Background: an optimization exercise with open tools, aiming at small area and a short achievable clock period. Do not read the settings as production practice. Only simulation tests tie the RTL to the original design; equivalence was not proved.

==> flow/design.v (excerpt) <==
module mul_div_unit #(
    parameter int WIDTH   = 32,
    parameter int MUL_LAT = 5,
    parameter int DIV_LAT = 10
) (
    input  logic             clk,
    input  logic             reset,
    input  logic             start,
    input  logic [2:0]       op,
    input  logic [WIDTH-1:0] a,
    input  logic [WIDTH-1:0] b,
    input  logic             flush,
    output logic             busy,
    output logic             done,
    output logic [WIDTH-1:0] hi,
    output logic [WIDTH-1:0] lo
);
    logic [31:0] x;
    logic [33:0] ph;
    logic [31:0] pl;
    logic        f_div, d_neg, neg_a;     
    logic [3:0]  cnt;
    logic        run;             
    logic        m_last, d_first, d_last;    
    assign m_last  = (cnt == 4'd4);
    assign d_first = (cnt == 4'd0);
    assign d_last  = (cnt == 4'd9);
    logic [34:0] xs;              
    assign xs    = {{3{d_neg}}, x};
    logic [34:0] ain [0:4];
    logic [34:0] pp  [0:3];
    logic [34:0] sum [0:3];
    logic [3:0]  qb, rneg;
    logic [3:0]  c_one, c_two, c_neg;
    assign ain[0] = {ph[33], ph};
    for (genvar k = 0; k < 4; k++) begin : g_row
        if (k == 0) begin : g_n0
            assign rneg[k] = c_neg[k];
        end else begin : g_nk
            assign rneg[k] = c_neg[k] ^ (f_div & ~qb[k-1]);
  ...
Size: roughly 2,400 cells after synthesis.
clock: 90.0 ns
lec_check: 0
abc_area: 1
cap_margin: 20
core_margin: 2
core_utilization: 65
slew_margin: 20
standard.sh (not shown) runs the stock make flow with config.mk's settings and CLKGATE_MAP_FILE= SYNTH_SCRIPT=/design/flow/synth_recipe.tcl, a recipe that flattens the netlist after the stock synthesis.
==> flow/flow/run.sh <==
#!/bin/bash
set -euo pipefail
bash standard.sh \
  BUFFER_PORTS_ARGS="-buffer_cell sky130_fd_sc_hd__buf_1" \
  CTS_ARGS="-sink_clustering_enable -repair_clock_nets -buf_list sky130_fd_sc_hd__clkbuf_16 -dont_use_dummy_load" \
  SETUP_SLACK_MARGIN=70.8 \
  finish > standard.log 2>&1
Edit:
--- a/flow/flow/run.sh
+++ b/flow/flow/run.sh
@@ -6 +6 @@
-  SETUP_SLACK_MARGIN=70.8 \
+  SETUP_SLACK_MARGIN=71 \
--- a/flow/config.mk
+++ b/flow/config.mk
@@ -11,0 +12 @@
+export GPL_TIMING_DRIVEN = 0
Result:
- die area stays the same
- area after synthesis does not change
- fmax climbs by 0.32%
Edit:
--- a/flow/flow/run.sh
+++ b/flow/flow/run.sh
@@ -6 +6 @@
-  SETUP_SLACK_MARGIN=71 \
+  SETUP_SLACK_MARGIN=70.8 \
--- a/flow/config.mk
+++ b/flow/config.mk
@@ -11,2 +11 @@
-export CORE_UTILIZATION = 65
-export GPL_TIMING_DRIVEN = 0
+export CORE_UTILIZATION = 78
Outcome:
- clock skew stays flat
- worst setup slack loses 0.12 ns
Edit:
--- a/flow/flow/run.sh
+++ b/flow/flow/run.sh
@@ -6 +6 @@
-  SETUP_SLACK_MARGIN=70.8 \
+  SETUP_SLACK_MARGIN=71 \
The changed run went through all stages and came out clean.
Cell area went up slightly.
Hold slack gets worse by 0.0046 ns.
Synthesized area stays the same.
Sequential share of layout area stays flat.
Synthesized cell count stays the same.
Edit:
--- a/flow/flow/run.sh
+++ b/flow/flow/run.sh
@@ -6 +6 @@
-  SETUP_SLACK_MARGIN=71 \
+  SETUP_SLACK_MARGIN=70.6 \
--- a/flow/config.mk
+++ b/flow/config.mk
@@ -11 +11 @@
-export CORE_UTILIZATION = 78
+export CORE_UTILIZATION = 65
Outcome:
- cell area is lower slightly
- maximum frequency went down slightly
- register-to-register slack is about the same
- wire length increases slightly
- core utilization came out lower by 14 points
- via count went down by a few percent
Edit:
--- a/flow/flow/run.sh
+++ b/flow/flow/run.sh
@@ -6 +6 @@
-  SETUP_SLACK_MARGIN=70.6 \
+  SETUP_SLACK_MARGIN=71.4 \
What happened:
- The changed run passed the timing, design-rule and antenna checks
- clock-buffer cell count stays the same
- cell count climbs by 2.7%
- cell area climbs by about 9%
- flip-flop and latch count does not change
- register-to-register slack gains 0.66 ns
- utilization climbs by 6.2 points
- routed wire length climbs by about 12%

## separate check: timing with driven ports
The flow's constraints put no driver on any port. The routed layouts listed below were extracted and timed again, unchanged, in two steps.
Step 1 (the two cells are an assumption about what drives the block):
set clk [get_ports {clk}]
set_driving_cell -lib_cell sky130_fd_sc_hd__clkbuf_16 $clk
set_driving_cell -lib_cell sky130_fd_sc_hd__buf_2 [delete_from_list [all_inputs] $clk]
Step 2 times the ports against the registers' clock, not the clock port: input delays grow and output delays shrink by t, the midpoint of the rising clock arrivals with the driver on.
Slacks: ideal / step 1 / step 2; pairs: ideal / step 1.
| run | t (ns) | setup WS [ns] | worst hold slack (ns) | slew at the worst register clock pin (ns) |
|---|---|---|---|---|
| the first run | 0.491 | 70.942 / 70.891 / 70.535 | 0.480 / 0.480 / 0.480 | 0.09 / 0.09 |
| the second run | 0.490 | 71.003 / 70.947 / 70.622 | 0.479 / 0.479 / 0.479 | 0.09 / 0.09 |
| the third run | 0.494 | 70.886 / 70.905 / 70.421 | 0.489 / 0.489 / 0.489 | 0.09 / 0.09 |
| the fourth run | 0.496 | 70.965 / 70.912 / 70.575 | 0.484 / 0.484 / 0.484 | 0.09 / 0.09 |
| the fifth run | 0.491 | 70.821 / 70.853 / 70.362 | 0.476 / 0.476 / 0.476 | 0.10 / 0.10 |
| the sixth run | 0.504 | 70.978 / 70.922 / 70.683 | 0.448 / 0.448 / 0.448 | 0.10 / 0.10 |
After both steps setup and hold are still met in every run listed. The setup slack of the third run, which loses most, moves by +0.019 ns with the drivers and by -0.465 ns with both steps.
